This design comes from an exercise in tuning for small area and few clock cycles on the open sky130 flow, not from production work.
At most, simulation tests tie the RTL to the original design; equivalence was not proved.
Function not checked in runs 3 to 5: the RTL went through the layout flow alone.
No activity file was given, so power comes from the tool's default toggle rates.

File: flow/config.mk
export PLATFORM = sky130hd
export DESIGN_NAME = uvc_frame_reader
export DESIGN_NICKNAME = uvc_frame_reader
export VERILOG_FILES = /design/flow/design.v
export SDC_FILE = /design/flow/constraint.sdc
export NUM_CORES = 4
export LEC_CHECK = 0
export CAP_MARGIN = 20
export CORE_MARGIN = 2
export CORE_UTILIZATION = 40
export SLEW_MARGIN = 20
File: flow/constraint.sdc
create_clock -name core_clock -period 5.0 [get_ports {axi_clk}]
set_input_delay 1.0000 -clock core_clock [delete_from_list [all_inputs] [get_ports {axi_clk}]]
set_output_delay 1.0000 -clock core_clock [all_outputs]
set_load 0.01 [all_outputs]
File: flow/design.v
`timescale 1ns/1ps
package axi_read_pkg;
    typedef logic [31:0] axi_addr_t;     
    typedef logic [63:0] axi_data_t;     
    typedef logic [7:0]  axi_len_t;      
    typedef enum logic [2:0] {
        SIZE_1B, SIZE_2B, SIZE_4B, SIZE_8B,
        SIZE_16B, SIZE_32B, SIZE_64B, SIZE_128B
    } axi_size_e;
    typedef enum logic [1:0] {FIXED = 2'd0, INCR = 2'd1, WRAP = 2'd2} axi_burst_e;
    typedef enum logic [2:0] {
        IDLE, LINE_ADDR, LINE_BURST, WAIT_ROOM, FRAME_REQ, FRAME_UPDATE, RESYNC
    } fetch_state_e;
endpackage
`timescale 1ns/1ps
package video_stream_pkg;
    typedef logic [7:0] vid_byte_t;
    typedef struct packed {
        logic        sof;    
        logic [63:0] data;
    } tagged_beat_t;
    typedef logic [$clog2(16 + 1) - 1:0] fifo_level_t;
endpackage
`timescale 1ns/1ps
module uvc_frame_reader (
    input  logic                        axi_clk,
    input  logic                        rst_n,
    input  axi_read_pkg::axi_addr_t     frame_buffer_addr_i,
    output logic                        next_frame_buffer_request_o,
    output axi_read_pkg::axi_addr_t     araddr_o,
    output axi_read_pkg::axi_len_t      arlen_o,
    output axi_read_pkg::axi_size_e     arsize_o,
    output axi_read_pkg::axi_burst_e    arburst_o,
    output logic                        arvalid_o,
    input  logic                        arready_i,
    input  axi_read_pkg::axi_data_t     rdata_i,
    input  logic                        rvalid_i,
    output logic                        rready_o,
    input  logic                        vf_sof_i,
    input  logic                        uvc_ready_i,
    output logic                        vf_valid_o,
    output video_stream_pkg::vid_byte_t vf_byte_o
);
    localparam int S  = 5;           
    localparam int PW = $clog2(S);
    localparam int CW = $clog2(S + 1);
    logic [63:0]   slot_q [0:S-1];
    logic [PW-1:0] wp_q, rp_q;
    logic [CW-1:0] cnt_q, cnt_d;       
    logic [CW-1:0] pend_q, pend_d;     
    logic [3:0]    fbeat_q;            
    logic [2:0]    idx_q;              
    logic [1:0]    line_q;             
    logic          arvalid_q, arvalid_d;
    logic          flush_q, flush_d;   
    logic          req_q;
    logic take, release_slot, mismatch, accept, write;
    assign arlen_o   = axi_read_pkg::axi_len_t'((16 / 4) - 1);
    assign arsize_o  = axi_read_pkg::SIZE_8B;
    assign arburst_o = axi_read_pkg::INCR;
    assign rready_o  = 1'b1;
    assign araddr_o  = {frame_buffer_addr_i[31:11] +
                        (32 - 11)'(line_q),
                        frame_buffer_addr_i[11-1:0]};
    assign arvalid_o = arvalid_q;
    assign next_frame_buffer_request_o = req_q;
    assign vf_valid_o = (cnt_q != '0);
    assign vf_byte_o  = slot_q[rp_q][idx_q*8 +: 8];
    assign take         = vf_valid_o && uvc_ready_i;
    assign release_slot = take && (idx_q == 3'd7);
    assign mismatch     = take && vf_sof_i && ((fbeat_q != '0) || (idx_q != '0));
    assign accept       = arvalid_q && arready_i;
    assign write        = rvalid_i && !flush_q;
    always_comb
    begin
        pend_d = pend_q - CW'(rvalid_i) + (accept ? CW'((16 / 4)) : '0);
        if (mismatch)
        begin
            cnt_d     = '0;
            flush_d   = (pend_d != '0);
            arvalid_d = 1'b0;
        end
        else
        begin
            cnt_d     = cnt_q + CW'(write) - CW'(release_slot);
            flush_d   = flush_q && (pend_d != '0);
            if (arvalid_q)
                arvalid_d = !arready_i;
            else
                arvalid_d = !flush_d &&
                            ((cnt_d + pend_d) <= CW'(S - (16 / 4)));
        end
    end
    always_ff @(posedge axi_clk or negedge rst_n)
    begin
        if (!rst_n)
        begin
            cnt_q     <= '0;
            pend_q    <= '0;
            wp_q      <= '0;
            rp_q      <= '0;
            fbeat_q   <= '0;
            idx_q     <= '0;
            line_q    <= '0;
            arvalid_q <= 1'b1;
            flush_q   <= 1'b0;
            req_q     <= 1'b0;
        end
        else
        begin
            cnt_q     <= cnt_d;
            pend_q    <= pend_d;
            arvalid_q <= arvalid_d;
            flush_q   <= flush_d;
            req_q     <= accept && (line_q == 2'd3);
            if (mismatch)
            begin
                wp_q    <= '0;
                rp_q    <= '0;
                fbeat_q <= '0;
                idx_q   <= '0;
                line_q  <= '0;
            end
            else
            begin
                if (write)
                    wp_q <= (wp_q == PW'(S - 1)) ? '0 : wp_q + 1'b1;
                if (release_slot)
                begin
                    rp_q    <= (rp_q == PW'(S - 1)) ? '0 : rp_q + 1'b1;
                    fbeat_q <= fbeat_q + 1'b1;
                end
                if (take)
                    idx_q <= idx_q + 1'b1;
                if (accept)
                    line_q <= line_q + 1'b1;
            end
        end
    end
    always_ff @(posedge axi_clk)
    begin
        if (write)
            slot_q[wp_q] <= rdata_i;
    end
endmodule
File: flow/run.sh
#!/bin/bash
# synth_recipe.tcl (not shown) runs the flow's synth.tcl, then flattens the netlist and writes it again
# the make line also repeats each setting of config.mk as NAME=value (left out here)
make -C /OpenROAD-flow-scripts/flow DESIGN_CONFIG=/design/flow/config.mk WORK_HOME=/design/flow/orfs CLKGATE_MAP_FILE= SYNTH_SCRIPT=/design/flow/synth_recipe.tcl finish
==> flow_metrics.env, run 1 <==
export IMPL_gp_congestion=0.752
export IMPL_worstSetupEndpointType="output pin"
export IMPL_r2r_worst_path_cells=15
export IMPL_ios=159
export IMPL_wl_mm=32.0
export IMPL_die_h_um=194
export IMPL_yosys_area_top_type="edfxtp_1"
export IMPL_r2r_end="arvalid_q"
export IMPL_clkTransAtPathRegs_ns=0.06
export IMPL_antenna_left=0
export IMPL_cts_tree="built"
export IMPL_yosysWarnings=1
export IMPL_cts_root_buffer="clkbuf_16"
export IMPL_rrSetupSlack_ns=1.16
export IMPL_antenna_cells=0
export IMPL_synth_edf_count=320
export IMPL_cts_setup_buffers=0
export IMPL_holdWs_ns=0.537
export IMPL_ys_types=56
export IMPL_async_flop_share_pct=6.98
export IMPL_relSlewSlack_pct=31.2
export IMPL_cp_common_cell="clkdlybuf4s50_1"
export IMPL_drcViolationCount=0
export IMPL_final_area_um2=17200
export IMPL_rsz0062_at_grt="no"
export IMPL_crit_type="primary input to output pin"
export IMPL_status="complete, no violations"
export IMPL_setup_tns_ns=0
export IMPL_synth_seq_area_share_pct=71.1
export IMPL_cts_hold_buf=0
export IMPL_crit_chain="clkdlybuf4s50_1 -> ha_1 -> inv_1 -> fa_1 -> nand3b_1 -> nor4_1 -> xor2_1 -> clkdlybuf4s50_1"
export IMPL_finalSetupViolations=0
export IMPL_crit_path_top_delay_cell="clkdlybuf4s50_1"
export IMPL_yosys_area_share_adder_pct=1.90
export IMPL_synth_seq_cells=344
export IMPL_slowest_delay_ns=0.55
export IMPL_finalMaxSlewViolations=0
export IMPL_synth_area_top_cells="edfxtp_1 (67%), mux4_2 (6.6%), mux2i_1 (5.1%), dfrtp_1 (4.0%), buf_4 (1.8%)"
export IMPL_ir_worst_vdd_v=0.000310
export IMPL_syn_cell_area_um2=14400
export IMPL_cts_resized=0
export IMPL_die_area_um2=37500
export IMPL_vias=7708
export IMPL_antenna_found_initial=1
export IMPL_leakage_nw=5.64
export IMPL_synth_top_family_by_area="multiplexers"
export IMPL_synth_cells=836
export IMPL_ys_flop_type="edfxtp_1"
export IMPL_syn_to_final_growth_pct=20.0
export IMPL_synth_compound_area_share_pct=4.56
export IMPL_cts_sinks=344
export IMPL_grt_pass1_wl_mm=48.3
export IMPL_min_to="fbeat_q[3]"
export IMPL_firstDrtPassIters=5
export IMPL_via_per_inst=5.28
export IMPL_cp_top_family="buffers and inverters"
export IMPL_synthMuxAreaShare_pct=11.9
export IMPL_die_w_um=194
export IMPL_cts_htree_levels=2
export IMPL_synth_xor_area_share_pct=1.90
export IMPL_finalHoldViolCount=0
export IMPL_wl_per_cell_um=21.9
export IMPL_required_ns=4.00
export IMPL_synth_top_cell_area_share_pct=66.9
export IMPL_min_from="fbeat_q[3]"
export IMPL_layout_nets=1092
export IMPL_hold_class="register to register"
export IMPL_cp_max_fo=8
export IMPL_post_route_period_util_pct=90.5
export IMPL_port_buffers=122
export IMPL_max_clock_path_buffers=3
export IMPL_worstPathArrival_ns=3.53
export IMPL_regArea_um2=10200
export IMPL_yosys_area_share_simple_pct=5.05
export IMPL_reg2reg_from="idx_q[0]"
export IMPL_post_route_util_pct=48.6
export IMPL_dp_hpwl_mm=18.9
export IMPL_synth_avg_cell_area_um2=17.2
export IMPL_crit_buf_inv=3
export IMPL_skew_ns=0.0200
export IMPL_p_per_area_nw_per_um2=503
export IMPL_min_period_ns=4.53
export IMPL_grt_max_degree=65
export IMPL_worst_slew_pin_slew_ns=1.03
export IMPL_hold_depth=2
export IMPL_numCtsBuffers=37
export IMPL_cap_violations=0
export IMPL_num_rows=69
export IMPL_insertion_delay_ns=0.53
export IMPL_timing_fmax_ghz=0.221
export IMPL_start_util_pct=40.5
export IMPL_multi_input_comb_area_um2=3770
export IMPL_core_area_um2=35500
export IMPL_drive_gt1_share_pct=13.6
export IMPL_grt_pass1_vias=7842
export IMPL_start_kind="primary input"
export IMPL_grtUsageTotal_pct=17.0
export IMPL_grt_overflow=0
export IMPL_nFillCells=2993
export IMPL_placement_cell_area_um2=16100
export IMPL_drtIter0Drc=530
cell families after synthesis:
family                     after synthesis
AOI/OAI and AO/OA                       91
xor gates and xnor gates                28
adders and majority gates               20
buffers and inverters                   84
DFF                                    344
muxes                                  118
other                                    2
and+or+nand+nor                        149
where the power goes:
group	total, mW	leakage [nW]	switching [mW]	internal (mW)
registers	3.82	3.21	0.240	3.58
clock network	2.60	0.566	1.09	1.51
logic	2.25	1.87	1.24	1.01
total	8.67	5.64	2.57	6.11
how the worst max path moves through the flow:
stage | start | endpoint | slack (ns) | cells past startpoint
4_1_cts | frame_buffer_addr_i[11] | araddr_o[31] | 0.45 | 8
5_1_grt | frame_buffer_addr_i[11] | araddr_o[31] | 0.23 | 8
3_3_place_gp | frame_buffer_addr_i[11] | araddr_o[31] | 0.46 | 8
6_report | frame_buffer_addr_i[11] | araddr_o[31] | 0.47 | 8
2_1_floorplan | rvalid_i | slot_q[0][0] | -0.36 | 3
3_5_place_dp | frame_buffer_addr_i[11] | araddr_o[31] | 0.45 | 8
placed cells by master (no fill, tap or decap), types with 20 or more instances in the layout:
master | Yosys | routed
nand2_1 | 43 | 43
edfxtp_1 | 320 | 320
clkbuf_16 | 0 | 38
nor2_1 | 32 | 31
clkdlybuf4s50_1 | 0 | 122
inv_1 | 23 | 23
mux4_2 | 42 | 42
dfrtp_1 | 23 | 20
o21ai_0 | 22 | 22
mux2i_1 | 73 | 73
tightest hold or removal path, stage by stage, from the launching register on:
cell	delay [ns]
dfrtp_1	0.35
xor2_1	0.07
nor2_1	0.08
registers in the layout, summed over array words and instances (netlist names):
signal / flops
slot_q: 320
fbeat_q: 4
cnt_q: 3
idx_q: 3
pend_q: 3
rp_q: 3
wp_q: 3
line_q: 2
arvalid_q: 1
flush_q: 1
req_q: 1
Yosys cell counts, types with 3 or more instances:
master / instances
buf_6: 4
xor2_1: 13
nand3_1: 16
mux4_2: 42
inv_1: 23
buf_4: 35
nor3_1: 11
ha_1: 17
o211ai_1: 5
o21a_1: 6
o2111ai_1: 4
buf_2: 10
o21ai_0: 22
a32oi_1: 3
dfrtp_1: 23
nor2_1: 32
mux2_2: 3
xnor2_1: 13
nand2_1: 43
o32ai_2: 4
o31ai_1: 3
a21oi_1: 9
mux2i_1: 73
clkbuf_1: 8
edfxtp_1: 320
nor4_1: 6
nor2b_1: 6
and3_1: 17
fa_1: 3
o31ai_2: 3
a22oi_1: 7
nand2b_1: 6
o22ai_1: 15
metrics by stage:
step	power, mW	setup slack (ns)	std cells
6_report	8.67	0.473	1459
5_1_grt	9.07	0.234	1459
4_1_cts	8.79	0.451	1459
3_5_place_dp	6.17	0.451	1392
3_3_place_gp	6.14	0.459	1392
2_1_floorplan	5.31	-0.358	848
final cells by class:
class | count | share of cell area, %
sequential | 344 | 59.3
timing repair buffer | 142 | 8.24
clock buffer | 48 | 5.73
tap | 461 | 3.35
inverter | 25 | 0.544
clock inverter | 19 | 1.00
multi-input combinational | 420 | 21.9
metal layers:
metal	wire [um]	part of all wire, %	vias up	global-route usage (%)
li1	-	-	3495	-
met1	14400	45	3954	23.4
met2	15400	48	216	28.1
met3	1610	5.0	41	3.02
met4	511	1.6	2	4.18
met5	13	0.041	-	0
Testbench counts, summed over its fixed seeds: cycles 17,461.
==> run 2, diff against run 1 <==
--- a/flow/design.v
+++ b/flow/design.v
@@ -42,5 +42,5 @@
     output video_stream_pkg::vid_byte_t vf_byte_o
 );
-    localparam int S  = 5;           
+    localparam int S  = 4;           
     localparam int PW = $clog2(S);
     localparam int CW = $clog2(S + 1);
==> flow_metrics.env, run 2 <==
export IMPL_via_per_inst=5.06
export IMPL_dp_hpwl_mm=14.1
export IMPL_cap_violations=0
export IMPL_finalSetupViolations=0
export IMPL_min_period_ns=4.60
export IMPL_leakage_nw=4.67
export IMPL_drtIter0Drc=403
export IMPL_worst_slew_pin_slew_ns=0.899
export IMPL_relSlewSlack_pct=40.1
export IMPL_cts_sinks=278
export IMPL_cp_max_fo=5
export IMPL_largest_reg_flops=256
export IMPL_yosys_area_top_type="edfxtp_1"
export IMPL_gp_congestion=0.848
export IMPL_synth_cells=584
export IMPL_vias=5670
export IMPL_cts_tree="built"
export IMPL_yosysWarnings=1
export IMPL_holdWs_ns=0.427
export IMPL_ys_types=38
export IMPL_required_ns=4.00
export IMPL_insertion_delay_ns=0.54
export IMPL_nFillCells=2388
export IMPL_port_buffers=122
export IMPL_synth_area_top_cells="edfxtp_1 (67%), mux4_2 (16%), dfrtp_1 (4.6%), ha_1 (2.0%), buf_4 (1.6%)"
export IMPL_worstPathArrival_ns=3.60
export IMPL_syn_to_final_growth_pct=21.9
export IMPL_drive_gt1_share_pct=18.9
export IMPL_synth_top_cell_area_share_pct=66.7
export IMPL_async_flop_share_pct=7.91
export IMPL_status="complete, no violations"
export IMPL_r2r_end="arvalid_q"
export IMPL_skew_ns=0.00914
export IMPL_synth_most_common_cell="edfxtp_1"
export IMPL_post_route_period_util_pct=91.9
export IMPL_die_w_um=174
export IMPL_synth_seq_cells=278
export IMPL_crit_path_top_delay_cell="clkdlybuf4s50_1"
export IMPL_cts_hold_buf=0
export IMPL_p_per_area_nw_per_um2=483
export IMPL_grt_max_degree=65
export IMPL_grtUsageTotal_pct=15.1
export IMPL_rrSetupSlack_ns=1.27
export IMPL_cp_top_family="buffers and inverters"
export IMPL_synth_avg_cell_area_um2=19.7
export IMPL_slowest_delay_ns=0.56
export IMPL_setup_tns_ns=0
export IMPL_antenna_found_initial=3
export IMPL_ios=159
export IMPL_num_rows=62
export IMPL_cts_setup_buffers=0
export IMPL_finalHoldViolCount=0
export IMPL_grt_pass1_wl_mm=35.1
export IMPL_antenna_left=0
export IMPL_drcViolationCount=0
export IMPL_final_common_cell="edfxtp_1"
export IMPL_wl_mm=22.5
export IMPL_wl_per_cell_um=20.1
export IMPL_core_area_um2=28500
export IMPL_reg2reg_from="idx_q[0]"
export IMPL_start_kind="primary input"
export IMPL_die_h_um=174
export IMPL_hold_class="primary input to async pin"
export IMPL_crit_chain="clkdlybuf4s50_1 -> ha_1 -> inv_1 -> fa_1 -> nand3b_1 -> nor3_2 -> nand4_1 -> xnor2_1 -> clkdlybuf4s50_1"
export IMPL_reg_top3="slot_q: 256 flops, fbeat_q: 4 flops"
export IMPL_ys_flop_type="edfxtp_1"
export IMPL_start_util_pct=40.4
export IMPL_place_ws_ns=0.223
export IMPL_synthTopCellsByCount="edfxtp_1 (256), mux4_2 (80), nand2_1 (41), buf_4 (25), dfrtp_1 (21)"
export IMPL_synth_edf_count=256
export IMPL_rsz0062_at_grt="no"
export IMPL_layout_nets=835
export IMPL_clkTransAtPathRegs_ns=0.06
export IMPL_grt_pass1_vias=6152
export IMPL_layout_setup_ws_ns=0.405
export IMPL_cts_root_buffer="clkbuf_16"
export IMPL_crit_buf_inv=3
export IMPL_cts_htree_levels=1
export IMPL_syn_cell_area_um2=11500
export IMPL_finalMaxSlewViolations=0
export IMPL_ir_worst_vdd_v=0.000263
export IMPL_r2r_worst_path_cells=16
export IMPL_cp_common_cell="clkdlybuf4s50_1"
export IMPL_final_cell_mix="edfxtp_1 (256), clkdlybuf4s50_1 (121), mux4_2 (80), nand2_1 (41), clkbuf_16 (29)"
export IMPL_worstSetupEndpointType="output pin"
export IMPL_max_clock_path_buffers=3
export IMPL_timing_fmax_ghz=0.218
export IMPL_synth_seq_area_share_pct=71.5
export IMPL_numCtsBuffers=28
export IMPL_die_area_um2=30200
export IMPL_firstDrtPassIters=4
export IMPL_crit_type="primary input to output pin"
export IMPL_grt_overflow=0
## run 2: changes by cell type in the layout (fill, tap and decap cells not counted), sizes merged, moves of 18 or more
cell,change
o21ai,-18
mux4,+38
mux2i,-73
edfxtp,-64
nor2,-21
## run 2: logic make-up (layout without fill, tap and decap cells)
logic type	Yosys count	count (layout)	synth area share, %
AO/OA/AOI/OAI	16	16	0.879
XOR/XNOR	28	28	2.37
adder cells (fa/ha/maj)	21	21	2.47
buffers and inverters	68	206	3.45
flip-flops	278	278	71.5
multiplexers	80	80	15.6
other	2	16	0.0651
AND/OR/NAND/NOR	91	91	3.67
## run 2: report_power, final
part | total, mW | switching, mW | leakage [nW] | internal, mW
clock | 2.08 | 0.820 | 0.454 | 1.26
sequential | 3.01 | 0.110 | 2.61 | 2.90
combinational | 1.70 | 0.859 | 1.61 | 0.844
total | 6.79 | 1.79 | 4.67 | 5.00
## run 2: metrics by stage
| stage | cell area, um2 | utilization [%] | power [mW] | instances |
|---|---|---|---|---|
| floorplan | 11600 | - | 4.14 | 596 |
| global placement | 13100 | 45.9 | 4.73 | 1065 |
| detailed placement | 13100 | 45.9 | 4.79 | 1065 |
| CTS | 14000 | 49.1 | 6.88 | 1117 |
| global route | 14100 | 49.2 | 7.12 | 1118 |
| finish | 14100 | 49.2 | 6.79 | 1120 |
## run 2: area by class of cell
type / instances / area, um2 / share of cell area [%]
clock buffer: 40 / 797 / 5.67
sequential: 278 / 8240 / 58.6
multi-input combinational: 250 / 2950 / 21.0
timing repair buffer: 132 / 1370 / 9.77
inverter: 22 / 82.6 / 0.587
tap: 384 / 480 / 3.42
antenna: 2 / 5.00 / 0.0356
clock inverter: 12 / 129 / 0.917
## run 2: layer usage
layer  share of wire, %  global-route usage [%]
met5              0.049                       0
met2                 51                    26.7
met4                1.9                    4.06
met1                 40                    18.5
met3                6.5                    3.62
## run 2: worst max path at each step
| stage | cells past startpoint | from | to | slack, ns |
|---|---|---|---|---|
| 2_1_floorplan | 14 | uvc_ready_i | arvalid_q | 1.25 |
| 3_3_place_gp | 9 | frame_buffer_addr_i[11] | araddr_o[31] | 0.34 |
| 3_5_place_dp | 9 | frame_buffer_addr_i[11] | araddr_o[31] | 0.22 |
| 4_1_cts | 9 | frame_buffer_addr_i[11] | araddr_o[31] | 0.22 |
| 5_1_grt | 9 | frame_buffer_addr_i[11] | araddr_o[31] | 0.21 |
| 6_report | 9 | frame_buffer_addr_i[11] | araddr_o[31] | 0.40 |
## run 2: repair_timing
action                                 4_1_cts  5_1_grt
gates resized for setup                      0        1
endpoints found under the hold margin        0        0
setup endpoints to repair                    0        1
Testbench counts of run 2, summed over its fixed seeds: cycles 20,447.
==> run 3, diff against run 2 <==
--- a/flow/design.v
+++ b/flow/design.v
@@ -55,5 +55,5 @@
     logic          flush_q, flush_d;   
     logic          req_q;
-    logic take, release_slot, mismatch, accept, write;
+    logic take, release_slot, mismatch, accept, write, raise_now, bypass;
     assign arlen_o   = axi_read_pkg::axi_len_t'((16 / 4) - 1);
     assign arsize_o  = axi_read_pkg::SIZE_8B;
@@ -63,12 +63,16 @@
                         (32 - 11)'(line_q),
                         frame_buffer_addr_i[11-1:0]};
-    assign arvalid_o = arvalid_q;
+    assign arvalid_o = arvalid_q || raise_now;
     assign next_frame_buffer_request_o = req_q;
-    assign vf_valid_o = (cnt_q != '0);
-    assign vf_byte_o  = slot_q[rp_q][idx_q*8 +: 8];
+    assign bypass     = (cnt_q == '0);
+    assign vf_valid_o = !bypass || write;
+    assign vf_byte_o  = bypass ? rdata_i[7:0] : slot_q[rp_q][idx_q*8 +: 8];
     assign take         = vf_valid_o && uvc_ready_i;
     assign release_slot = take && (idx_q == 3'd7);
     assign mismatch     = take && vf_sof_i && ((fbeat_q != '0) || (idx_q != '0));
-    assign accept       = arvalid_q && arready_i;
+    assign accept       = arvalid_o && arready_i;
+    assign raise_now    = !arvalid_q && !flush_q && !req_q &&
+                          ((cnt_q + pend_q - CW'(release_slot)) <=
+                           CW'(S - (16 / 4)));
     assign write        = rvalid_i && !flush_q;
     always_comb
@@ -85,9 +89,5 @@
             cnt_d     = cnt_q + CW'(write) - CW'(release_slot);
             flush_d   = flush_q && (pend_d != '0);
-            if (arvalid_q)
-                arvalid_d = !arready_i;
-            else
-                arvalid_d = !flush_d &&
-                            ((cnt_d + pend_d) <= CW'(S - (16 / 4)));
+            arvalid_d = arvalid_o && !arready_i;
         end
     end
@@ -103,5 +103,5 @@
             idx_q     <= '0;
             line_q    <= '0;
-            arvalid_q <= 1'b1;
+            arvalid_q <= 1'b0;
             flush_q   <= 1'b0;
             req_q     <= 1'b0;
--- a/flow/config.mk
+++ b/flow/config.mk
@@ -6,4 +6,5 @@
 export NUM_CORES = 4
 export LEC_CHECK = 0
+export ABC_AREA = 1
 export CAP_MARGIN = 20
 export CORE_MARGIN = 2
==> flow_metrics.env, run 3 <==
export IMPL_firstDrtPassIters=5
export IMPL_start_util_pct=40.4
export IMPL_grt_pass1_wl_mm=45.7
export IMPL_placement_cell_area_um2=13900
export IMPL_synth_seq_area_share_pct=66.8
export IMPL_final_area_um2=14800
export IMPL_slowest_delay_ns=0.55
export IMPL_port_buffers=122
export IMPL_syn_cell_area_um2=12300
export IMPL_status="complete, no violations"
export IMPL_drcViolationCount=0
export IMPL_synth_edf_count=256
export IMPL_finalMaxSlewViolations=0
export IMPL_rsz0062_at_grt="no"
export IMPL_wl_mm=28.9
export IMPL_grt_pass1_vias=8271
export IMPL_p_per_area_nw_per_um2=494
export IMPL_synth_avg_cell_area_um2=10.8
export IMPL_start_kind="primary input"
export IMPL_finalHoldViolCount=0
export IMPL_finalSetupViolations=0
export IMPL_die_w_um=180
export IMPL_synth_area_top_cells="edfxtp_1 (62%), nand2_1 (12%), nand3_1 (9.7%), dfrtp_1 (4.5%), ha_1 (1.8%)"
export IMPL_synthTopCellsByCount="nand2_1 (388), edfxtp_1 (256), nand3_1 (238), inv_1 (42), buf_2 (33)"
export IMPL_worstSetupEndpointType="output pin"
export IMPL_post_route_period_util_pct=91.6
export IMPL_place_ws_ns=0.0893
export IMPL_worstPathArrival_ns=3.58
export IMPL_antenna_found_initial=1
export IMPL_final_cell_mix="nand2_1 (388), edfxtp_1 (256), nand3_1 (238), clkdlybuf4s50_1 (120), inv_1 (41)"
export IMPL_dp_hpwl_mm=17.4
export IMPL_ys_flop_type="edfxtp_1"
export IMPL_cp_common_cell="inv_1"
export IMPL_timing_fmax_ghz=0.218
export IMPL_vias=8408
export IMPL_die_h_um=180
export IMPL_synth_top_cell_area_share_pct=62.3
export IMPL_synth_most_common_cell="nand2_1"
export IMPL_relSlewSlack_pct=32.2
export IMPL_cap_violations=0
export IMPL_die_area_um2=32300
export IMPL_yosysWarnings=1
export IMPL_async_flop_share_pct=7.91
export IMPL_grt_max_degree=131
export IMPL_synth_cells=1138
export IMPL_drtIter0Drc=679
export IMPL_yosys_area_top_type="edfxtp_1"
export IMPL_numCtsBuffers=28
export IMPL_setup_tns_ns=0
export IMPL_skew_ns=0.0123
export IMPL_wl_per_cell_um=17.4
export IMPL_final_common_cell="nand2_1"
export IMPL_post_route_util_pct=48.5
export IMPL_crit_path_top_delay_cell="clkdlybuf4s50_1"
export IMPL_layout_setup_ws_ns=0.421
export IMPL_crit_chain="clkdlybuf4s50_1 -> ha_1 -> inv_1 -> fa_1 -> inv_1 -> nand3_1 -> inv_1 -> nand4_1 -> nor2_1 -> nand2_1 -> xnor2_1 -> clkdlybuf4s50_1"
export IMPL_grt_overflow=0
export IMPL_drive_gt1_share_pct=6.65
export IMPL_layout_nets=1366
export IMPL_min_period_ns=4.58
export IMPL_num_rows=64
export IMPL_via_per_inst=5.06
export IMPL_worst_slew_pin_slew_ns=1.02
export IMPL_total_power_mw=7.31
export IMPL_clkTransAtPathRegs_ns=0.06
export IMPL_cts_tree="built"
export IMPL_cp_max_fo=5
export IMPL_synth_seq_cells=278
export IMPL_leakage_nw=5.66
export IMPL_hold_class="primary input to async pin"
export IMPL_cts_htree_levels=1
export IMPL_gp_congestion=0.790
export IMPL_syn_to_final_growth_pct=20.0
export IMPL_max_clock_path_buffers=3
export IMPL_antenna_left=0
export IMPL_required_ns=4.00
export IMPL_ios=159
export IMPL_cts_root_buffer="clkbuf_16"
export IMPL_largest_reg_flops=256
export IMPL_reg_top3="slot_q: 256 flops, fbeat_q: 4 flops"
export IMPL_ys_types=32
export IMPL_insertion_delay_ns=0.55
export IMPL_grtUsageTotal_pct=17.8
export IMPL_ir_worst_vdd_v=0.000244
export IMPL_cts_setup_buffers=0
export IMPL_crit_type="primary input to output pin"
export IMPL_cts_sinks=278
export IMPL_core_area_um2=30500
-- run 3: cell count changes after synthesis, moves of 6 or more --
cell      before  now
mux4_2        80    0
and2_1         7    1
xnor2_1       20   10
buf_2          3   33
clkbuf_1       8   16
buf_6          6    0
inv_1         20   42
xor2_1         6   12
nor2_1        12   23
nand2_1       41  388
nand3_1        9  238
-- run 3: logic make-up (layout without fill, tap and decap cells) --
family | count (synthesis) | count (layout) | synth area share (%)
buf+inv | 129 | 243 | 5.20
other cells | 2 | 15 | 0.0609
compound gates | 13 | 13 | 0.558
fa+ha+maj | 21 | 21 | 2.31
flops | 278 | 278 | 66.8
simple gates | 673 | 673 | 23.6
xor+xnor | 22 | 22 | 1.56
-- run 3: worst paths after layout --
kind	start	slack, ns	cells past startpoint	to
worst min-delay path	rst_n	0.43	1	flush_q
worst max-delay path	frame_buffer_addr_i[11]	0.42	12	araddr_o[25]
min in group core_clock	fbeat_q[2]	0.59	2	fbeat_q[2]
worst min register to register	fbeat_q[2]	0.59	2	fbeat_q[2]
max in group asynchronous	rst_n	4.17	1	rp_q[0]
worst max register to register	cnt_q[1]	2.02	20	flush_q
-- run 3: area by class of cell --
cell class                 count  area [um2]
clock buffer                  31         712
sequential                   278        8240
fill                        2754       15700
tap                          396         495
clock inverter                20         231
multi-input combinational    743        3540
antenna                        1        2.50
timing repair buffer         141        1390
inverter                      51         201
-- run 3: what timing repair did --
item	4_1_cts	5_1_grt
hold endpoints to repair	0	0
setup endpoints to repair	0	1
gates resized for setup	0	1
hold buffers	0	0
-- run 3: power breakdown --
group	leakage [nW]	switching [mW]	total, mW	internal (mW)
Combinational	2.59	1.45	2.21	0.767
Sequential	2.61	0.100	2.97	2.87
Clock	0.463	0.847	2.13	1.28
Total	5.66	2.39	7.31	4.92
-- run 3: per-stage QoR --
step,hold WS (ns),instances
2_1_floorplan,0.518,1150
3_3_place_gp,0.563,1609
3_5_place_dp,0.569,1609
4_1_cts,0.580,1660
5_1_grt,0.450,1661
6_report,0.434,1661
-- run 3: layer usage --
metal	routed length, um	vias up	part of all wire [%]	track usage (%)
met5	0	-	0	0
met4	721	0	2.5	5.72
met3	1390	58	4.8	2.31
met2	13800	239	48	29.9
met1	13000	4044	45	24.0
li1	-	4067	-	-
-- run 3: worst max-delay path: cells and delay by family --
kind          cells  cell delay [ns]
fa+ha+maj         2             0.57
buf+inv           5             1.27
xor+xnor          1             0.14
simple gates      4             0.59
==> run 4, diff against run 3 <==
--- a/flow/config.mk
+++ b/flow/config.mk
@@ -6,5 +6,4 @@
 export NUM_CORES = 4
 export LEC_CHECK = 0
-export ABC_AREA = 1
 export CAP_MARGIN = 20
 export CORE_MARGIN = 2
==> flow_metrics.env, run 4 <==
export IMPL_wl_mm=25.1
export IMPL_hold_class="register to register"
export IMPL_stdcell_count=1278
export IMPL_holdWs_ns=0.560
export IMPL_max_clock_path_buffers=3
export IMPL_syn_to_final_growth_pct=20.7
export IMPL_ys_flop_type="edfxtp_1"
export IMPL_drive_gt1_share_pct=9.80
export IMPL_p_per_area_nw_per_um2=501
export IMPL_reg_top3="slot_q: 256 flops, fbeat_q: 4 flops"
export IMPL_synth_top_cell_area_share_pct=64.2
export IMPL_cts_tree="built"
export IMPL_cts_htree_levels=1
export IMPL_grt_pass1_vias=6585
export IMPL_synth_seq_cells=278
export IMPL_die_w_um=177
export IMPL_antenna_cells=0
export IMPL_layout_nets=989
export IMPL_ys_types=46
export IMPL_synthTopCellsByCount="edfxtp_1 (256), mux2i_1 (130), a22oi_1 (32), buf_4 (30), a21oi_1 (25)"
export IMPL_antenna_found_initial=1
export IMPL_gp_congestion=0.740
export IMPL_dpl_cell_count=1225
export IMPL_num_rows=63
export IMPL_r2r_worst_path_cells=11
export IMPL_antenna_left=0
export IMPL_leakage_nw=4.71
export IMPL_synth_most_common_cell="edfxtp_1"
export IMPL_vias=6583
export IMPL_firstDrtPassIters=5
export IMPL_rrSetupSlack_ns=1.99
export IMPL_finalHoldViolCount=0
export IMPL_crit_chain="buf_4 -> mux2i_1 -> a22o_1 -> a221oi_2 -> o22ai_1 -> o41ai_1 -> clkdlybuf4s50_1"
export IMPL_grt_overflow=0
export IMPL_numCtsBuffers=29
export IMPL_timing_fmax_ghz=0.207
export IMPL_start_kind="register"
export IMPL_syn_cell_area_um2=12000
export IMPL_drtIter0Drc=497
export IMPL_port_buffers=122
export IMPL_cap_violations=0
export IMPL_ir_worst_vdd_v=0.000230
export IMPL_grt_max_degree=65
export IMPL_final_common_cell="edfxtp_1"
export IMPL_synth_cells=740
export IMPL_setup_tns_ns=0
export IMPL_synthMuxAreaShare_pct=11.0
export IMPL_slowest_delay_ns=0.81
export IMPL_synth_xor_area_share_pct=2.19
export IMPL_post_route_period_util_pct=96.4
export IMPL_cts_root_buffer="clkbuf_16"
export IMPL_total_power_mw=7.24
export IMPL_worstSetupEndpointType="output pin"
export IMPL_die_h_um=177
export IMPL_cp_max_fo=32
export IMPL_dp_hpwl_mm=15.4
export IMPL_synth_avg_cell_area_um2=16.2
export IMPL_required_ns=4.00
export IMPL_synth_top_family_by_area="multiplexers"
export IMPL_via_per_inst=5.15
export IMPL_async_flop_share_pct=7.91
export IMPL_hold_depth=2
export IMPL_skew_ns=0.00780
export IMPL_clkTransAtPathRegs_ns=0.07
export IMPL_status="complete, no violations"
export IMPL_synth_edf_count=256
export IMPL_crit_type="register to output pin"
export IMPL_insertion_delay_ns=0.55
export IMPL_worst_slew_pin_slew_ns=1.03
export IMPL_yosys_area_share_simple_pct=3.70
export IMPL_finalSetupViolations=0
export IMPL_cts_hold_buf=0
export IMPL_relSlewSlack_pct=31.6
export IMPL_grt_pass1_wl_mm=38.2
export IMPL_yosys_area_share_adder_pct=2.38
export IMPL_start_util_pct=40.5
export IMPL_cts_resized=0
export IMPL_cts_sinks=278
export IMPL_synth_seq_area_share_pct=68.8
export IMPL_cts_setup_buffers=0
export IMPL_grtUsageTotal_pct=16.0
export IMPL_ios=159
export IMPL_rsz0062_at_grt="no"
export IMPL_nFillCells=2551
export IMPL_place_ws_ns=0.184
export IMPL_largest_reg_flops=256
export IMPL_wl_per_cell_um=19.6
export IMPL_yosysWarnings=1
export IMPL_yosys_area_top_type="edfxtp_1"
export IMPL_synth_compound_area_share_pct=7.53
export IMPL_worstPathArrival_ns=3.82
export IMPL_synth_area_top_cells="edfxtp_1 (64%), mux2i_1 (11%), dfrtp_1 (4.6%), a22oi_1 (2.0%), buf_4 (1.9%)"
export IMPL_die_area_um2=31300
export IMPL_drcViolationCount=0
export IMPL_final_cell_mix="edfxtp_1 (256), mux2i_1 (130), clkdlybuf4s50_1 (122), a22oi_1 (32), clkbuf_16 (29)"
export IMPL_min_period_ns=4.82
export IMPL_finalMaxSlewViolations=0
export IMPL_layout_setup_ws_ns=0.178
export IMPL_crit_path_top_delay_cell="o41ai_1"
export IMPL_core_area_um2=29600
-- run 4: where the power goes --
group	switching (mW)	leakage, nW	internal (mW)
clock network	0.857	0.453	1.27
logic	1.15	1.65	0.930
registers	0.150	2.61	2.89
total	2.16	4.71	5.08
-- run 4: cell type report --
cell class | count | area [um2] | share of cell area [%]
Sequential cell | 278 | 8240 | 57.0
Clock inverter | 19 | 198 | 1.37
Clock buffer | 34 | 744 | 5.15
Inverter | 20 | 75.1 | 0.519
Multi-Input combinational cell | 395 | 3270 | 22.6
Tap cell | 390 | 488 | 3.38
Timing Repair Buffer | 142 | 1430 | 9.92
-- run 4: final timing paths --
check | to | start
worst max-delay path | vf_byte_o[2] | rp_q[0]
worst min-delay path | fbeat_q[3] | fbeat_q[3]
worst max register to register | line_q[0] | cnt_q[1]
worst min register to register | fbeat_q[3] | fbeat_q[3]
max in group asynchronous | rp_q[0] | rst_n
min in group asynchronous | fbeat_q[1] | rst_n
-- run 4: layer usage --
metal | wire, um | GRT usage (%)
met5 | 8 | 0
met4 | 326 | 3.48
met3 | 1590 | 3.09
met2 | 12100 | 26.6
met1 | 11100 | 21.8
-- run 4: worst max-delay path, delay by kind of cell (launching register included) --
family | cells | cell delay, ns
AO/OA/AOI/OAI | 4 | 1.37
multiplexers | 1 | 0.09
flip-flops | 1 | 0.80
buffers and inverters | 2 | 0.98
-- run 4: kinds of logic after synthesis --
| group | after synthesis |
|---|---|
| xor gates and xnor gates | 30 |
| muxes | 131 |
| other | 2 |
| DFF | 278 |
| AOI/OAI and AO/OA | 112 |
| and+or+nand+nor | 87 |
| buffers and inverters | 79 |
| adders and majority gates | 21 |
-- run 4: per-stage QoR --
stage / utilization (%) / instance area (um2)
after global placement: 45.7 / 13500
after floorplan: - / 12000
after detailed placement: 45.7 / 13500
after CTS: 48.9 / 14500
after global routing: 48.9 / 14500
final: 48.9 / 14500
==> run 5, diff against run 4 <==
--- a/flow/config.mk
+++ b/flow/config.mk
@@ -6,6 +6,9 @@
 export NUM_CORES = 4
 export LEC_CHECK = 0
+export ABC_AREA = 1
 export CAP_MARGIN = 20
 export CORE_MARGIN = 2
 export CORE_UTILIZATION = 40
+export CTS_BUF_LIST = sky130_fd_sc_hd__clkbuf_4
+export CTS_CLUSTER_SIZE = 30
 export SLEW_MARGIN = 20
==> flow_metrics.env, run 5 <==
export IMPL_finalMaxSlewViolations=0
export IMPL_cts_hold_buf=0
export IMPL_hold_class="primary input to async pin"
export IMPL_synth_cells=1138
export IMPL_worstSetupEndpointType="output pin"
export IMPL_yosys_area_top_type="edfxtp_1"
export IMPL_largest_reg_flops=256
export IMPL_layout_setup_ws_ns=0.423
export IMPL_synth_seq_cells=278
export IMPL_final_cell_mix="nand2_1 (388), edfxtp_1 (256), nand3_1 (238), clkdlybuf4s50_1 (120), clkbuf_4 (101)"
export IMPL_min_period_ns=4.58
export IMPL_synth_area_top_cells="edfxtp_1 (62%), nand2_1 (12%), nand3_1 (9.7%), dfrtp_1 (4.5%), ha_1 (1.8%)"
export IMPL_cts_htree_levels=3
export IMPL_core_area_um2=30500
export IMPL_finalHoldViolCount=0
export IMPL_antenna_found_initial=1
export IMPL_finalSetupViolations=0
export IMPL_die_h_um=180
export IMPL_final_common_cell="nand2_1"
export IMPL_synth_seq_area_share_pct=66.8
export IMPL_rsz0062_at_grt="no"
export IMPL_synth_most_common_cell="nand2_1"
export IMPL_start_kind="primary input"
export IMPL_drive_gt1_share_pct=11.0
export IMPL_die_area_um2=32300
export IMPL_grt_pass1_vias=8661
export IMPL_worstPathArrival_ns=3.58
export IMPL_antenna_left=0
export IMPL_cp_top_family="buffers and inverters"
export IMPL_placement_cell_area_um2=13900
export IMPL_port_buffers=122
export IMPL_crit_path_top_delay_cell="clkdlybuf4s50_1"
export IMPL_cts_setup_buffers=0
export IMPL_syn_to_final_growth_pct=19.4
export IMPL_dp_hpwl_mm=17.4
export IMPL_cp_common_cell="inv_1"
export IMPL_drtIter0Drc=623
export IMPL_post_route_period_util_pct=91.5
export IMPL_cap_violations=0
export IMPL_relSlewSlack_pct=32.6
export IMPL_ys_flop_type="edfxtp_1"
export IMPL_wl_mm=29.2
export IMPL_start_util_pct=40.4
export IMPL_cts_resized=0
export IMPL_vias=8679
export IMPL_gp_congestion=0.790
export IMPL_p_per_area_nw_per_um2=480
export IMPL_crit_buf_inv=5
export IMPL_cts_root_buffer="clkbuf_4"
export IMPL_synthTopCellsByCount="nand2_1 (388), edfxtp_1 (256), nand3_1 (238), inv_1 (42), buf_2 (33)"
export IMPL_yosysWarnings=1
export IMPL_firstDrtPassIters=7
export IMPL_insertion_delay_ns=0.66
export IMPL_wl_per_cell_um=16.9
export IMPL_timing_fmax_ghz=0.219
export IMPL_p_seq_share_pct=42.0
export IMPL_ys_types=32
export IMPL_cts_sinks=278
export IMPL_ios=159
export IMPL_final_area_um2=14700
export IMPL_net_switching_power_mw=2.41
export IMPL_grt_pass1_wl_mm=46.4
export IMPL_numCtsBuffers=72
export IMPL_slowest_delay_ns=0.55
export IMPL_ir_worst_vdd_v=0.000187
export IMPL_layout_nets=1410
export IMPL_max_clock_path_buffers=3
export IMPL_synth_avg_cell_area_um2=10.8
export IMPL_skew_ns=0.0413
export IMPL_syn_cell_area_um2=12300
export IMPL_grt_max_degree=131
export IMPL_crit_type="primary input to output pin"
export IMPL_place_ws_ns=0.0893
export IMPL_grtUsageTotal_pct=18.3
export IMPL_cts_tree="built"
export IMPL_grt_overflow=0
export IMPL_cp_max_fo=5
export IMPL_die_w_um=180
export IMPL_reg_top3="slot_q: 256 flops, fbeat_q: 4 flops"
export IMPL_setup_tns_ns=0
export IMPL_async_flop_share_pct=7.91
export IMPL_worst_slew_pin_slew_ns=1.01
export IMPL_synth_edf_count=256
export IMPL_num_rows=64
export IMPL_clkTransAtPathRegs_ns=0.06
export IMPL_power_share_switching_pct=34.1
export IMPL_holdWs_ns=0.308
export IMPL_status="complete, no violations"
export IMPL_crit_chain="clkdlybuf4s50_1 -> ha_1 -> inv_1 -> fa_1 -> inv_1 -> nand3_1 -> inv_1 -> nand4_1 -> nor2_1 -> nand2_1 -> xnor2_1 -> clkdlybuf4s50_1"
export IMPL_synth_top_cell_area_share_pct=62.3
export IMPL_required_ns=4.00
export IMPL_via_per_inst=5.02
export IMPL_drcViolationCount=0
export IMPL_p_int_mw=4.66
export IMPL_clock_power_share_pct=26.7
export IMPL_power_frac_comb_pct=31.3
export IMPL_leakage_nw=5.72
## run 5: cell type report
cell class	instances	area, um2
Sequential cell	278	8240
Clock inverter	17	116
Inverter	51	201
Multi-Input combinational cell	743	3540
Fill cell	2795	15800
Tap cell	396	495
Timing Repair Buffer	141	1390
Antenna cell	1	2.50
Clock buffer	101	758
## run 5: power by group through the flow
stage	sequential (mW)	clock, mW	combinational (mW)
after detailed placement	3.02	0	2.23
after global routing	2.99	2.08	2.49
after global placement	3.01	0	2.20
after CTS	2.97	1.96	2.24
after floorplan	3.01	0	1.38
final	2.97	1.89	2.21
## run 5: through the flow
step                utilization [%]  power [mW]  std cells
finish                         48.3        7.07       1728
global route                   48.3        7.56       1728
CTS                            48.3        7.17       1727
detailed placement             45.4        5.24       1609
global placement               45.4        5.21       1609
floorplan                         -        4.40       1150
## run 5: path summary, 6_finish.rpt
path,slack [ns],endpoint,from,cells after the start
max,0.42,araddr_o[25],frame_buffer_addr_i[11],12
min,0.31,pend_q[2],rst_n,1
max reg2reg,2.01,flush_q,cnt_q[1],20
min reg2reg,0.58,fbeat_q[2],fbeat_q[2],2
max in group asynchronous,4.26,rp_q[0],rst_n,1
min in group core_clock,0.58,fbeat_q[2],fbeat_q[2],2
## run 5: worst register-to-register path: cells and delay by family (launching register included)
family	cells	cell delay [ns]
compound gates	1	0.14
flops	1	0.43
buf+inv	3	0.25
fa+ha+maj	2	0.64
simple gates	14	1.45
## run 5: logic make-up (layout without fill, tap and decap cells)
kind of cell | Yosys count | after routing | share of synthesized area, %
buffers and inverters | 129 | 310 | 5.20
other | 2 | 15 | 0.0609
adder cells (fa/ha/maj) | 21 | 21 | 2.31
AND/OR/NAND/NOR | 673 | 673 | 23.6
AO/OA/AOI/OAI | 13 | 13 | 0.558
flip-flops | 278 | 278 | 66.8
XOR/XNOR | 22 | 22 | 1.56
## run 5: layer usage
metal  track usage [%]  wire [um]
met2              30.5      14000
met5                 0          0
met3              3.55       1890
met4              6.86        604
met1              23.6      12700
==> run 6, diff against run 5 <==
==> flow/design.v (replaced) <==
`timescale 1ns/1ps
package axi_read_pkg;
    typedef logic [31:0] axi_addr_t;     
    typedef logic [63:0] axi_data_t;     
    typedef logic [7:0]  axi_len_t;      
    typedef enum logic [2:0] {
        SIZE_1B, SIZE_2B, SIZE_4B, SIZE_8B,
        SIZE_16B, SIZE_32B, SIZE_64B, SIZE_128B
    } axi_size_e;
    typedef enum logic [1:0] {FIXED = 2'd0, INCR = 2'd1, WRAP = 2'd2} axi_burst_e;
    typedef enum logic [2:0] {
        IDLE, LINE_ADDR, LINE_BURST, WAIT_ROOM, FRAME_REQ, FRAME_UPDATE, RESYNC
    } fetch_state_e;
endpackage
`timescale 1ns/1ps
package video_stream_pkg;
    typedef logic [7:0] vid_byte_t;
    typedef struct packed {
        logic        sof;    
        logic [63:0] data;
    } tagged_beat_t;
    typedef logic [$clog2(16 + 1) - 1:0] fifo_level_t;
endpackage
`timescale 1ns/1ps
module uvc_frame_reader (
    input  logic                        axi_clk,
    input  logic                        rst_n,
    input  axi_read_pkg::axi_addr_t     frame_buffer_addr_i,
    output logic                        next_frame_buffer_request_o,
    output axi_read_pkg::axi_addr_t     araddr_o,
    output axi_read_pkg::axi_len_t      arlen_o,
    output axi_read_pkg::axi_size_e     arsize_o,
    output axi_read_pkg::axi_burst_e    arburst_o,
    output logic                        arvalid_o,
    input  logic                        arready_i,
    input  axi_read_pkg::axi_data_t     rdata_i,
    input  logic                        rvalid_i,
    output logic                        rready_o,
    input  logic                        vf_sof_i,
    input  logic                        uvc_ready_i,
    output logic                        vf_valid_o,
    output video_stream_pkg::vid_byte_t vf_byte_o
);
    localparam int BEATS = (16 / 4);    
    logic [63:0] slot_q [0:BEATS-1];
    logic [2:0]  wcnt_q;      
    logic [2:0]  rcnt_q;      
    logic [2:0]  idx_q;       
    logic [1:0]  line_q;      
    logic        arvalid_q;
    logic        req_q;
    logic take, last_byte, mismatch, accept, raise_now, bypass, frame_start;
    assign arlen_o   = axi_read_pkg::axi_len_t'(BEATS - 1);
    assign arsize_o  = axi_read_pkg::SIZE_8B;
    assign arburst_o = axi_read_pkg::INCR;
    assign rready_o  = 1'b1;
    assign araddr_o  = {frame_buffer_addr_i[31:11] +
                        (32 - 11)'(line_q),
                        frame_buffer_addr_i[11-1:0]};
    assign arvalid_o = arvalid_q || raise_now;
    assign next_frame_buffer_request_o = req_q;
    assign bypass     = (rcnt_q == wcnt_q);
    assign vf_valid_o = !rcnt_q[2] && (!bypass || rvalid_i);
    assign vf_byte_o  = bypass ? rdata_i[7:0] : slot_q[rcnt_q[1:0]][idx_q*8 +: 8];
    assign frame_start = (line_q == 2'd1) && (rcnt_q[1:0] == 2'd0) && (idx_q == 3'd0);
    assign take      = vf_valid_o && uvc_ready_i;
    assign last_byte = (idx_q == 3'd7);
    assign mismatch  = take && vf_sof_i && !frame_start;
    assign accept    = arvalid_o && arready_i;
    assign raise_now = wcnt_q[2] &&
                       (rcnt_q[2] || (rcnt_q[1:0] == 2'd3 && last_byte && take));
    always_ff @(posedge axi_clk or negedge rst_n)
    begin
        if (!rst_n)
        begin
            wcnt_q    <= 3'd4;
            rcnt_q    <= 3'd4;
            idx_q     <= '0;
            line_q    <= '0;
            arvalid_q <= 1'b0;
            req_q     <= 1'b0;
        end
        else
        begin
            arvalid_q <= arvalid_o && !arready_i && !mismatch;
            req_q     <= accept && (line_q == 2'd3);
            if (accept)
                wcnt_q <= '0;
            else if (rvalid_i)
                wcnt_q <= wcnt_q + 1'b1;
            if (mismatch)
            begin
                rcnt_q <= 3'd4;
                idx_q  <= '0;
                line_q <= '0;
            end
            else
            begin
                if (accept)
                    rcnt_q <= '0;
                else if (take && last_byte)
                    rcnt_q <= rcnt_q + 1'b1;
                if (take)
                    idx_q <= idx_q + 1'b1;
                if (accept)
                    line_q <= line_q + 1'b1;
            end
        end
    end
    always_ff @(posedge axi_clk)
    begin
        if (rvalid_i)
            slot_q[wcnt_q[1:0]] <= rdata_i;
    end
endmodule
--- a/flow/config.mk
+++ b/flow/config.mk
@@ -6,9 +6,6 @@
 export NUM_CORES = 4
 export LEC_CHECK = 0
-export ABC_AREA = 1
 export CAP_MARGIN = 20
 export CORE_MARGIN = 2
 export CORE_UTILIZATION = 40
-export CTS_BUF_LIST = sky130_fd_sc_hd__clkbuf_4
-export CTS_CLUSTER_SIZE = 30
 export SLEW_MARGIN = 20
==> flow_metrics.env, run 6 <==
export IMPL_wl_per_cell_um=20.8
export IMPL_reg2reg_from="rcnt_q[0]"
export IMPL_holdWs_ns=0.592
export IMPL_cts_resized=0
export IMPL_grt_pass1_wl_mm=38.6
export IMPL_via_per_inst=5.20
export IMPL_syn_cell_area_um2=11500
export IMPL_hold_depth=2
export IMPL_wl_mm=25.3
export IMPL_gp_congestion=0.757
export IMPL_core_area_um2=28500
export IMPL_synth_seq_cells=269
export IMPL_antenna_found_initial=0
export IMPL_yosys_area_top_type="edfxtp_1"
export IMPL_min_from="wcnt_q[2]"
export IMPL_grt_overflow=0
export IMPL_cp_max_fo=4
export IMPL_worstSetupEndpointType="output pin"
export IMPL_drtIter0Drc=406
export IMPL_cts_root_buffer="clkbuf_16"
export IMPL_ys_types=47
export IMPL_drcViolationCount=0
export IMPL_finalMaxSlewViolations=0
export IMPL_die_h_um=174
export IMPL_start_kind="primary input"
export IMPL_post_route_period_util_pct=93.9
export IMPL_synth_most_common_cell="edfxtp_1"
export IMPL_synth_cells=686
export IMPL_synth_top_cell_area_share_pct=66.8
export IMPL_p_per_area_nw_per_um2=492
export IMPL_final_area_um2=13900
export IMPL_final_common_cell="edfxtp_1"
export IMPL_total_power_mw=6.86
export IMPL_drive_gt1_share_pct=10.6
export IMPL_firstDrtPassIters=5
export IMPL_status="complete, no violations"
export IMPL_route_met3_wl_mm=1.32
export IMPL_antenna_cells=0
export IMPL_antenna_left=0
export IMPL_synth_seq_area_share_pct=69.6
export IMPL_synthTopCellsByCount="edfxtp_1 (256), mux2i_1 (130), buf_4 (33), a22o_1 (32)"
export IMPL_met2WireLength_mm=12.9
export IMPL_cts_hold_buf=0
export IMPL_insertion_delay_ns=0.54
export IMPL_ir_worst_vdd_v=0.000250
export IMPL_clkTransAtPathRegs_ns=0.06
export IMPL_finalHoldViolCount=0
export IMPL_ios=159
export IMPL_cts_setup_buffers=0
export IMPL_timing_fmax_ghz=0.213
export IMPL_grt_pass1_vias=6669
export IMPL_grtUsageTotal_pct=16.6
export IMPL_r2r_end="line_q[1]"
export IMPL_min_period_ns=4.69
export IMPL_async_flop_share_pct=4.83
export IMPL_yosysWarnings=1
export IMPL_rrSetupSlack_ns=2.64
export IMPL_finalSetupViolations=0
export IMPL_synth_edf_count=256
export IMPL_synth_avg_cell_area_um2=16.8
export IMPL_setup_tns_ns=0
export IMPL_cts_sinks=269
export IMPL_cap_violations=0
export IMPL_layout_nets=929
export IMPL_required_ns=4.00
export IMPL_grt_max_degree=38
export IMPL_relSlewSlack_pct=36.2
export IMPL_min_to="wcnt_q[2]"
export IMPL_vias=6331
export IMPL_rsz0062_at_grt="no"
export IMPL_port_buffers=122
export IMPL_hold_class="register to register"
export IMPL_cts_htree_levels=1
export IMPL_numCtsBuffers=28
export IMPL_max_clock_path_buffers=3
export IMPL_synth_area_top_cells="edfxtp_1 (67%), mux2i_1 (11%), a22o_1 (2.4%), dfrtp_1 (2.4%), buf_4 (2.2%)"
export IMPL_worstPathArrival_ns=3.69
export IMPL_num_rows=62
export IMPL_dp_hpwl_mm=16.2
export IMPL_crit_type="primary input to output pin"
export IMPL_final_cell_mix="edfxtp_1 (256), mux2i_1 (130), clkdlybuf4s50_1 (122), a22o_1 (32), clkbuf_16 (29)"
export IMPL_r2r_worst_path_cells=6
export IMPL_die_area_um2=30200
export IMPL_syn_to_final_growth_pct=21.1
export IMPL_top_layer="met4"
export IMPL_placement_cell_area_um2=13000
export IMPL_ys_flop_type="edfxtp_1"
export IMPL_worst_slew_pin_slew_ns=0.958
export IMPL_met1Wirelength_mm=10.6
export IMPL_start_util_pct=40.3
export IMPL_skew_ns=0.0138
export IMPL_leakage_nw=4.47
export IMPL_largest_reg_flops=256
export IMPL_die_w_um=174
export IMPL_cts_tree="built"
run 6: cell count changes after synthesis, moves of 12 or more:
cell and delta:
a22o_1 +32, mux2i_1 +130, buf_2 -27, nand3_1 -228
nand2_1 -362, o22ai_1 +17, inv_1 -31, nor2_1 -12
a221oi_1 +26
run 6: per-layer routing:
layer | track usage [%] | up-vias
met1 | 20.7 | 3216
met4 | 4.52 | 0
met5 | 0 | -
li1 | - | 2913
met3 | 3.00 | 37
met2 | 29.8 | 165
run 6: report_power, final:
part           internal (mW)  total (mW)  switching (mW)
clock network           1.26        2.06           0.802
logic                  0.696        1.70            1.01
registers               2.95        3.09           0.147
total                   4.90        6.86            1.96
run 6: per-stage QoR:
step / utilization, % / instances / worst slack (ns)
floorplan: - / 698 / 1.43
global placement: 45.6 / 1167 / 0.328
detailed placement: 45.6 / 1167 / 0.205
CTS: 48.8 / 1218 / 0.189
global route: 48.9 / 1218 / 0.0770
finish: 48.9 / 1218 / 0.307
run 6: cell type report:
class / instances / area (um2)
flip-flops and latches: 269 / 8020
fillers: 2425 / 14600
multi-input cells: 359 / 3060
inverters: 11 / 41.3
clock inverters: 17 / 180
clock buffers: 34 / 744
repair buffers: 144 / 1420
well taps: 384 / 480
run 6: how the worst max path moves through the flow:
stage,cells past startpoint,slack (ns),start,to
global placement,9,0.33,frame_buffer_addr_i[11],araddr_o[27]
detailed placement,9,0.20,frame_buffer_addr_i[11],araddr_o[27]
global route,9,0.08,frame_buffer_addr_i[11],araddr_o[27]
finish,9,0.31,frame_buffer_addr_i[11],araddr_o[27]
floorplan,7,1.43,frame_buffer_addr_i[11],araddr_o[29]
CTS,9,0.19,frame_buffer_addr_i[11],araddr_o[27]
run 6: cells by family (layout without fill, tap and decap cells):
kind of cell / Yosys count / after routing / share of synthesized area, %
buffers and inverters: 70 / 206 / 4.42
muxes: 130 / 130 / 11.3
AOI/OAI and AO/OA: 97 / 97 / 7.33
DFF: 269 / 269 / 69.6
other: 2 / 14 / 0.0652
adders and majority gates: 14 / 14 / 1.59
and+or+nand+nor: 78 / 78 / 3.58
xor gates and xnor gates: 26 / 26 / 2.11
run 6: critical path: stages:
cell	delay [ns]
clkdlybuf4s50_1	0.46
ha_1	0.16
inv_1	0.05
fa_1	0.45
nor4bb_2	0.45
and2b_1	0.26
nand3_1	0.12
xnor2_1	0.17
clkdlybuf4s50_1	0.57
Testbench counts of run 6, summed over its fixed seeds: cycles 19,354.
==> run 7, diff against run 6 <==
==> flow/flow/run.sh (new file) <==
#!/bin/bash
# layout flow: the standard flow with the smallest buffer on the ports
export BUFFER_PORTS_ARGS="-buffer_cell sky130_fd_sc_hd__buf_1"
export CTS_ARGS="-sink_clustering_enable -repair_clock_nets -dont_use_dummy_load -buf_list sky130_fd_sc_hd__clkbuf_8 -sink_clustering_size 20 -sink_clustering_max_diameter 60"
bash standard.sh > standard.log 2>&1
==> flow/standard.sh (new file) <==
#!/bin/bash
# synth_recipe.tcl (not shown) runs the flow's synth.tcl, then flattens the netlist and writes it again
# the make line also repeats each setting of config.mk as NAME=value (left out here)
make -C /OpenROAD-flow-scripts/flow DESIGN_CONFIG=/design/flow/config.mk WORK_HOME=/design/flow/orfs CLKGATE_MAP_FILE= SYNTH_SCRIPT=/design/flow/synth_recipe.tcl "${@:-finish}"
removed: flow/run.sh
==> flow_metrics.env, run 7 <==
export IMPL_status="complete, no violations"
export IMPL_wl_mm=23.5
export IMPL_yosys_area_top_type="edfxtp_1"
export IMPL_cts_hold_buf=0
export IMPL_p_seq_share_pct=55.9
export IMPL_cts_tree="built"
export IMPL_final_cell_mix="edfxtp_1 (256), mux2i_1 (130), buf_1 (122), a22o_1 (32)"
export IMPL_max_clock_path_buffers=3
export IMPL_p_int_mw=3.80
export IMPL_grtUsageTotal_pct=15.4
export IMPL_synth_most_common_cell="edfxtp_1"
export IMPL_worstSetupEndpointType="output pin"
export IMPL_vias=6087
export IMPL_regArea_um2=8020
export IMPL_finalMaxSlewViolations=0
export IMPL_slowest_delay_ns=0.78
export IMPL_multi_input_comb_area_um2=3050
export IMPL_largest_reg_flops=256
export IMPL_cts_resized=0
export IMPL_crit_path_top_delay_cell="dfrtp_4"
export IMPL_port_buffers=122
export IMPL_cap_violations=0
export IMPL_power_share_switching_pct=31.2
export IMPL_clkTransAtPathRegs_ns=0.11
export IMPL_die_h_um=174
export IMPL_ys_flop_type="edfxtp_1"
export IMPL_crit_type="register to output pin"
export IMPL_syn_cell_area_um2=11500
export IMPL_dpl_cell_count=1161
export IMPL_min_period_ns=4.17
export IMPL_ir_worst_vdd_v=0.000195
export IMPL_wl_per_cell_um=19.9
export IMPL_crit_chain="buf_4 -> mux2i_1 -> a22o_1 -> a221oi_1 -> o22ai_1 -> o31ai_2 -> buf_1"
export IMPL_final_common_cell="edfxtp_1"
export IMPL_cts_root_buffer="clkbuf_8"
export IMPL_power_frac_comb_pct=26.4
export IMPL_start_util_pct=40.3
export IMPL_worstPathArrival_ns=3.17
export IMPL_die_w_um=174
export IMPL_antenna_left=0
export IMPL_via_per_inst=5.15
export IMPL_insertion_delay_ns=0.54
export IMPL_stdcell_count=1182
export IMPL_cts_setup_buffers=0
export IMPL_finalSetupViolations=0
export IMPL_drcViolationCount=0
export IMPL_cts_htree_levels=1
export IMPL_synth_avg_cell_area_um2=16.8
export IMPL_cp_max_fo=29
export IMPL_r2r_worst_path_cells=5
export IMPL_syn_to_final_growth_pct=8.24
export IMPL_synth_area_top_cells="edfxtp_1 (67%), mux2i_1 (11%), a22o_1 (2.4%), dfrtp_1 (2.4%), buf_4 (2.2%)"
export IMPL_cp_top_family="compound AO/OA/AOI/OAI gates"
export IMPL_hold_class="primary input to async pin"
export IMPL_required_ns=4.00
export IMPL_synth_seq_cells=269
export IMPL_clock_power_share_pct=17.7
export IMPL_drtIter0Drc=390
export IMPL_rsz0062_at_grt="no"
export IMPL_dp_hpwl_mm=14.5
export IMPL_grt_pass1_vias=6050
export IMPL_layout_nets=915
export IMPL_gp_congestion=0.760
export IMPL_nFillCells=2563
export IMPL_ys_types=47
export IMPL_p_per_area_nw_per_um2=443
export IMPL_synth_top_cell_area_share_pct=66.8
export IMPL_grt_pass1_wl_mm=35.8
export IMPL_skew_ns=0.0281
export IMPL_async_flop_share_pct=4.83
export IMPL_place_ws_ns=1.07
export IMPL_relSlewSlack_pct=28.8
export IMPL_worst_slew_pin_slew_ns=1.06
export IMPL_core_area_um2=28500
export IMPL_drive_gt1_share_pct=7.78
export IMPL_numCtsBuffers=20
export IMPL_setup_tns_ns=0
export IMPL_synth_seq_area_share_pct=69.6
export IMPL_cts_sinks=269
export IMPL_crit_buf_inv=2
export IMPL_post_route_period_util_pct=83.4
export IMPL_path_depth=7
export IMPL_num_rows=62
export IMPL_synthTopCellsByCount="edfxtp_1 (256), mux2i_1 (130), buf_4 (33), a22o_1 (32)"
export IMPL_synth_cells=686
export IMPL_antenna_found_initial=3
export IMPL_ios=159
export IMPL_finalHoldViolCount=0
export IMPL_yosysWarnings=1
export IMPL_leakage_nw=3.80
export IMPL_grt_max_degree=66
export IMPL_layout_setup_ws_ns=0.831
export IMPL_start_kind="register"
export IMPL_timing_fmax_ghz=0.240
export IMPL_holdWs_ns=0.482
export IMPL_grt_overflow=0
export IMPL_die_area_um2=30200
export IMPL_firstDrtPassIters=7
export IMPL_net_switching_power_mw=1.72
export IMPL_synth_edf_count=256
==> run 7: changes by cell type in the layout (fill, tap and decap cells not counted), moves of 4 or more <==
cell,change
bufinv_16,-4
clkbuf_1,-5
clkbuf_8,+20
clkdlybuf4s50_1,-122
clkinv_1,-7
clkbuf_16,-29
buf_1,+122
clkinv_2,-5
buf_4,-4
==> run 7: worst register-to-register path, delay by kind of cell, from the launching register on <==
kind | cells | cell delay (ns)
AND/OR/NAND/NOR | 4 | 0.91
flip-flops | 1 | 0.78
XOR/XNOR | 1 | 0.37
==> run 7: path summary, 6_finish.rpt <==
kind,slack (ns),endpoint,startpoint
max,0.83,vf_byte_o[6],rcnt_q[0]
min,0.48,idx_q[1],rst_n
max reg2reg,2.80,rcnt_q[0],rcnt_q[0]
min reg2reg,0.60,wcnt_q[2],wcnt_q[2]
max in group asynchronous,3.94,rcnt_q[0],rst_n
min in group core_clock,0.60,wcnt_q[2],wcnt_q[2]
==> run 7: area by class of cell <==
type	count	share of cell area (%)
Tap cell	384	3.86
Multi-Input combinational cell	359	24.5
Timing Repair Buffer	138	4.74
Clock buffer	20	2.21
Sequential cell	269	64.3
Antenna cell	1	0.0201
Inverter	11	0.331
==> run 7: through the flow <==
step                      cell area [um2]  total power, mW  util (%)
after floorplan                     11600             4.08         -
after global placement              12200             4.61      42.7
after detailed placement            12200             4.62      42.7
after CTS                           12500             5.59      43.6
after global routing                12500             5.82      43.6
final                               12500             5.52      43.7
==> run 7: power by group through the flow <==
stage	registers, mW	logic, mW	clock network, mW
final	3.08	1.46	0.978
after global routing	3.12	1.59	1.10
after CTS	3.09	1.49	1.02
after detailed placement	3.14	1.49	0
after global placement	3.12	1.48	0
after floorplan	3.11	0.971	0
==> run 7: logic make-up after synthesis <==
logic type / after synthesis / share of synthesized area [%]
flops: 269 / 69.6
mux: 130 / 11.3
compound gates: 97 / 7.33
simple gates: 78 / 3.58
buf+inv: 70 / 4.42
xor+xnor: 26 / 2.11
fa+ha+maj: 14 / 1.59
other cells: 2 / 0.0652
==> run 7: per-layer routing <==
metal	vias to the layer above	part of all wire, %	GRT usage, %
li1	2859	-	-
met1	3060	44	20.6
met2	139	49	26.4
met3	25	5.5	2.96
met4	4	1.4	3.01
met5	-	0.11	0

-- separate check: timing with driven ports --
In the flow no input, the clock included, has a driving cell. The finished layouts below were timed again as built, in two steps. Step 1 sets driving cells, clkbuf_16 on the clock port and buf_2 on the other inputs (assumed; they add their load-dependent delay and slew). Step 2 also shifts input and output timing later by t, the mid clock arrival at the registers, as if the neighbouring blocks saw the same clock. Slacks: ideal / step 1 / step 2; pairs: ideal / step 1.
run	shift t [ns]	setup WS [ns]	latest minus earliest clock arrival (ns)	worst slew at a driven data input, ns	pins driven straight from the clock port
run 1	0.572	0.473 / 0.441 / 0.441	0.024 / 0.024	0.11	1
run 2	0.579	0.405 / 0.378 / 0.378	0.010 / 0.011	0.07	1
run 3	0.585	0.421 / 0.397 / 0.397	0.018 / 0.018	0.07	1
run 4	0.587	0.178 / 0.134 / 0.187	0.009 / 0.010	0.09	1
run 5	0.681	0.423 / 0.399 / 0.399	0.042 / 0.042	0.07	1
run 6	0.584	0.307 / 0.284 / 0.284	0.014 / 0.014	0.09	1
run 7	0.566	0.831 / 0.787 / 1.061	0.040 / 0.039	0.08	1
After both steps setup and hold are still met in every run listed. The setup slack of run 1, which loses most, moves by -0.032 ns with the drivers and by -0.032 ns with both steps.
